This design comes from an exercise in tuning for small area on the open sky130 flow, not from production work.
In this exercise RTL edits were held to simulation tests only and were not proved equivalent to the original.

==> run a <==
==> flow/design.v <==
module reorder_buffer #(
   parameter int unsigned ROB_WIDTH = 4
) (
   input  logic                 clockIn,
   input  logic                 resetIn,
   input  logic                 issueValid,
   input  logic [1:0]           issueType,
   input  logic [4:0]           issueDest,
   input  logic                 issueReady,
   input  logic [31:0]          issueValue,
   output logic [ROB_WIDTH-1:0] issueRobId,
   output logic                 robFull,
   input  logic                 cdbValid,
   input  logic [ROB_WIDTH-1:0] cdbRobId,
   input  logic [31:0]          cdbValue,
   input  logic                 cdbMispredict,
   input  logic [31:0]          cdbTarget,
   input  logic [ROB_WIDTH-1:0] robRs1Dep,
   output logic                 robRs1Ready,
   output logic [31:0]          robRs1Value,
   input  logic [ROB_WIDTH-1:0] robRs2Dep,
   output logic                 robRs2Ready,
   output logic [31:0]          robRs2Value,
   output logic                 regUpdateValid,
   output logic [4:0]           regUpdateDest,
   output logic [31:0]          regUpdateValue,
   output logic [ROB_WIDTH-1:0] regUpdateRobId,
   output logic                 storeCommitValid,
   output logic [ROB_WIDTH-1:0] storeCommitRobId,
   output logic                 clearOut,
   output logic [31:0]          clearPc
);
   localparam int unsigned DEPTH = 1 << ROB_WIDTH;
   localparam int unsigned CNT_W = ROB_WIDTH + 1;
   localparam logic [1:0] TYPE_REG    = 2'd0;
   localparam logic [1:0] TYPE_STORE  = 2'd1;
   localparam logic [1:0] TYPE_BRANCH = 2'd2;
   localparam logic [1:0] TYPE_RSVD   = 2'd3;
   logic [ROB_WIDTH-1:0] head_q, tail_q;
   logic [CNT_W-1:0]     count_q;
   logic [DEPTH-1:0]     busy_q, ready_q, misp_q;
   logic [1:0]           type_q   [DEPTH];
   logic [4:0]           dest_q   [DEPTH];
   logic [31:0]          value_q  [DEPTH];
   logic [31:0]          target_q [DEPTH];
   logic       commit_c, flush_c, issue_c, cdb_hit_c;
   logic [1:0] issue_type_c;
   assign robFull    = (count_q == CNT_W'(DEPTH));
   assign issueRobId = tail_q;
   always_comb begin
      commit_c     = busy_q[head_q] && ready_q[head_q];
      flush_c      = commit_c && (type_q[head_q] == TYPE_BRANCH) && misp_q[head_q];
      issue_c      = issueValid && !robFull && !clearOut;
      cdb_hit_c    = cdbValid && busy_q[cdbRobId];
      issue_type_c = (issueType == TYPE_RSVD) ? TYPE_REG : issueType;
   end
   always_comb begin
      robRs1Ready = ready_q[robRs1Dep];
      robRs1Value = value_q[robRs1Dep];
      robRs2Ready = ready_q[robRs2Dep];
      robRs2Value = value_q[robRs2Dep];
      if (cdbValid && (cdbRobId == robRs1Dep)) begin
         robRs1Ready = 1'b1;
         robRs1Value = cdbValue;
      end
      if (cdbValid && (cdbRobId == robRs2Dep)) begin
         robRs2Ready = 1'b1;
         robRs2Value = cdbValue;
      end
   end
   always_ff @(posedge clockIn) begin
      if (cdb_hit_c && !flush_c) begin
         value_q[cdbRobId]  <= cdbValue;
         target_q[cdbRobId] <= cdbTarget;
      end
      if (issue_c && !flush_c) begin
         type_q[tail_q]  <= issue_type_c;
         dest_q[tail_q]  <= issueDest;
         value_q[tail_q] <= issueValue;
      end
   end
   always_ff @(posedge clockIn or negedge resetIn) begin
      if (!resetIn) begin
         head_q           <= '0;
         tail_q           <= '0;
         count_q          <= '0;
         busy_q           <= '0;
         ready_q          <= '0;
         misp_q           <= '0;
         regUpdateValid   <= 1'b0;
         regUpdateDest    <= '0;
         regUpdateValue   <= '0;
         regUpdateRobId   <= '0;
         storeCommitValid <= 1'b0;
         storeCommitRobId <= '0;
         clearOut         <= 1'b0;
         clearPc          <= '0;
      end else begin
         regUpdateValid   <= 1'b0;
         storeCommitValid <= 1'b0;
         clearOut         <= 1'b0;
         if (flush_c) begin
            busy_q   <= '0;
            ready_q  <= '0;
            misp_q   <= '0;
            head_q   <= '0;
            tail_q   <= '0;
            count_q  <= '0;
            clearOut <= 1'b1;
            clearPc  <= target_q[head_q];
         end else begin
            if (cdb_hit_c) begin
               ready_q[cdbRobId] <= 1'b1;
               misp_q[cdbRobId]  <= cdbMispredict;
            end
            if (commit_c) begin
               busy_q[head_q]  <= 1'b0;
               ready_q[head_q] <= 1'b0;
               head_q          <= head_q + ROB_WIDTH'(1);
               if ((type_q[head_q] == TYPE_REG) && (dest_q[head_q] != 5'd0)) begin
                  regUpdateValid <= 1'b1;
                  regUpdateDest  <= dest_q[head_q];
                  regUpdateValue <= value_q[head_q];
                  regUpdateRobId <= head_q;
               end
               if (type_q[head_q] == TYPE_STORE) begin
                  storeCommitValid <= 1'b1;
                  storeCommitRobId <= head_q;
               end
            end
            if (issue_c) begin
               busy_q[tail_q]  <= 1'b1;
               ready_q[tail_q] <= issueReady;
               misp_q[tail_q]  <= 1'b0;
               tail_q          <= tail_q + ROB_WIDTH'(1);
            end
            count_q <= count_q + CNT_W'(issue_c) - CNT_W'(commit_c);
         end
      end
   end
endmodule
==> flow/run.sh <==
#!/bin/bash
# synth_recipe.tcl (not shown) runs the flow's synth.tcl, then flattens the netlist and writes it again
# the make line also repeats each setting of config.mk as NAME=value (left out here)
make -C /OpenROAD-flow-scripts/flow DESIGN_CONFIG=/design/flow/config.mk WORK_HOME=/design/flow/orfs CLKGATE_MAP_FILE= SYNTH_SCRIPT=/design/flow/synth_recipe.tcl finish
==> flow/config.mk <==
export PLATFORM = sky130hd
export DESIGN_NAME = reorder_buffer
export DESIGN_NICKNAME = reorder_buffer
export VERILOG_FILES = /design/flow/design.v
export SDC_FILE = /design/flow/constraint.sdc
export NUM_CORES = 4
export LEC_CHECK = 0
export CAP_MARGIN = 20
export CORE_MARGIN = 2
export CORE_UTILIZATION = 40
export SLEW_MARGIN = 20
==> flow/constraint.sdc <==
create_clock -name core_clock -period 5.5 [get_ports {clockIn}]
set_input_delay 1.1000 -clock core_clock [delete_from_list [all_inputs] [get_ports {clockIn}]]
set_output_delay 1.1000 -clock core_clock [all_outputs]
set_load 0.01 [all_outputs]
==> run b (differences from run a) <==
==> flow/design.v (replaced) <==
module reorder_buffer #(
   parameter int unsigned ROB_WIDTH = 4
) (
   input  logic                 clockIn,
   input  logic                 resetIn,
   input  logic                 issueValid,
   input  logic [1:0]           issueType,
   input  logic [4:0]           issueDest,
   input  logic                 issueReady,
   input  logic [31:0]          issueValue,
   output logic [ROB_WIDTH-1:0] issueRobId,
   output logic                 robFull,
   input  logic                 cdbValid,
   input  logic [ROB_WIDTH-1:0] cdbRobId,
   input  logic [31:0]          cdbValue,
   input  logic                 cdbMispredict,
   input  logic [31:0]          cdbTarget,
   input  logic [ROB_WIDTH-1:0] robRs1Dep,
   output logic                 robRs1Ready,
   output logic [31:0]          robRs1Value,
   input  logic [ROB_WIDTH-1:0] robRs2Dep,
   output logic                 robRs2Ready,
   output logic [31:0]          robRs2Value,
   output logic                 regUpdateValid,
   output logic [4:0]           regUpdateDest,
   output logic [31:0]          regUpdateValue,
   output logic [ROB_WIDTH-1:0] regUpdateRobId,
   output logic                 storeCommitValid,
   output logic [ROB_WIDTH-1:0] storeCommitRobId,
   output logic                 clearOut,
   output logic [31:0]          clearPc
);
   localparam int unsigned DEPTH = 1 << ROB_WIDTH;
   logic [ROB_WIDTH:0]   head_q, tail_q;
   logic [ROB_WIDTH-1:0] head, tail, last;
   logic                 empty;
   logic [DEPTH-1:0] ready_q;
   logic [DEPTH-1:0] kind_q;
   logic [4:0]       dest_q  [DEPTH];
   logic [31:0]      value_q [DEPTH];
   logic                 mp_valid_q;
   logic [ROB_WIDTH-1:0] mp_id_q;
   logic       commit_c, flush_c, issue_c, mp_c;
   logic       head_kind;
   logic [4:0] head_dest;
   logic [ROB_WIDTH-1:0] cdb_age, mp_age, tail_age;
   assign head       = head_q[ROB_WIDTH-1:0];
   assign tail       = tail_q[ROB_WIDTH-1:0];
   assign last       = head - ROB_WIDTH'(1);
   assign empty      = (head_q == tail_q);
   assign robFull    = (head == tail) && (head_q[ROB_WIDTH] != tail_q[ROB_WIDTH]);
   assign issueRobId = tail;
   assign head_kind = kind_q[head];
   assign head_dest = dest_q[head];
   assign commit_c  = !empty && ready_q[head];
   assign flush_c   = mp_valid_q && (mp_id_q == head);
   assign issue_c   = issueValid && !robFull && !clearOut;
   assign cdb_age  = cdbRobId - head;
   assign mp_age   = mp_id_q - head;
   assign tail_age = tail - head;
   assign mp_c = cdbValid && cdbMispredict && kind_q[cdbRobId] && dest_q[cdbRobId][0]
                 && (robFull || (cdb_age < tail_age))
                 && (!mp_valid_q || (cdb_age < mp_age));
   always_comb begin
      robRs1Ready = ready_q[robRs1Dep];
      robRs1Value = value_q[robRs1Dep];
      robRs2Ready = ready_q[robRs2Dep];
      robRs2Value = value_q[robRs2Dep];
      if (cdbValid && (cdbRobId == robRs1Dep)) begin
         robRs1Ready = 1'b1;
         robRs1Value = cdbValue;
      end
      if (cdbValid && (cdbRobId == robRs2Dep)) begin
         robRs2Ready = 1'b1;
         robRs2Value = cdbValue;
      end
   end
   assign regUpdateValue   = value_q[last];
   assign regUpdateRobId   = last;
   assign storeCommitRobId = last;
   for (genvar i = 0; i < DEPTH; i++) begin : g_entry
      logic wi, wc, wh;
      assign wi = issue_c && (tail == ROB_WIDTH'(i));
      assign wc = cdbValid && (cdbRobId == ROB_WIDTH'(i)) && !wi;
      assign wh = !(wi || wc);
      always_ff @(posedge clockIn) begin
         value_q[i] <= ({32{wi}} & issueValue) | ({32{wc}} & cdbValue) | ({32{wh}} & value_q[i]);
         ready_q[i] <= (wi & issueReady) | wc | (wh & ready_q[i]);
         if (wi) begin
            kind_q[i] <= (issueType == 2'd1) || (issueType == 2'd2);
            dest_q[i] <= ((issueType == 2'd1) || (issueType == 2'd2)) ? {4'd0, issueType[1]} : issueDest;
         end
      end
   end
   always_ff @(posedge clockIn) begin
      regUpdateDest <= head_dest;
      if (mp_c && !flush_c) clearPc <= cdbTarget;
      if (mp_c && !flush_c) mp_id_q <= cdbRobId;
   end
   always_ff @(posedge clockIn or negedge resetIn) begin
      if (!resetIn) begin
         head_q           <= '0;
         tail_q           <= '0;
         mp_valid_q       <= 1'b0;
         regUpdateValid   <= 1'b0;
         storeCommitValid <= 1'b0;
         clearOut         <= 1'b0;
      end else begin
         regUpdateValid   <= commit_c && !head_kind && (head_dest != 5'd0);
         storeCommitValid <= commit_c && head_kind && !head_dest[0];
         clearOut         <= flush_c;
         if (flush_c) begin
            head_q     <= '0;
            tail_q     <= '0;
            mp_valid_q <= 1'b0;
         end else begin
            if (commit_c) head_q <= head_q + (ROB_WIDTH+1)'(1);
            if (issue_c)  tail_q <= tail_q + (ROB_WIDTH+1)'(1);
            if (mp_c)     mp_valid_q <= 1'b1;
         end
      end
   end
endmodule
==> run notes <==
Of run b and run a, run b has the higher core utilization (gap 1.4 points).
Run a finished clean. Run b went through all stages and came out clean.
Of run a and run b, run a has the higher count of clock-buffer cells in the layout (gap 85).
Global-route usage: run a is lower than run b (17 points).
Setup slack: run b is lower than run a (380 ps).
Of run b and run a, run b has the higher non-clock buffer count (gap 126).
Against run b, the via count of run a is lower by 11%.

[port drivers added, routing unchanged]
In the flow no input, the clock included, has a driving cell. The finished layouts below were timed again as built, in two steps. Step 1 assumes that a clkbuf_16 drives the clock port and a buf_2 every other input. Step 2, shift: input delay + t, output delay - t, t = (earliest + latest rising clock arrival at the registers) / 2. This alone moves slack from input paths to output paths. Slacks: ideal ports / drivers / drivers and shift; pairs: ideal ports / drivers.
run | t, ns | setup WS [ns] | worst hold slack (ns) | cell pins on the clock port's net
run a | 0.869 | 0.442 / 0.414 / 0.414 | 0.423 / 0.376 / 0.506 | 1
run b | 0.756 | 0.057 / -0.067 / -0.067 | 0.495 / 0.495 / 0.495 | 1
With both steps, setup timing fails in run b, where it was met with ideal ports. For run b, which loses most, drivers alone change the setup slack by -0.124 ns; drivers and shift together by -0.124 ns.
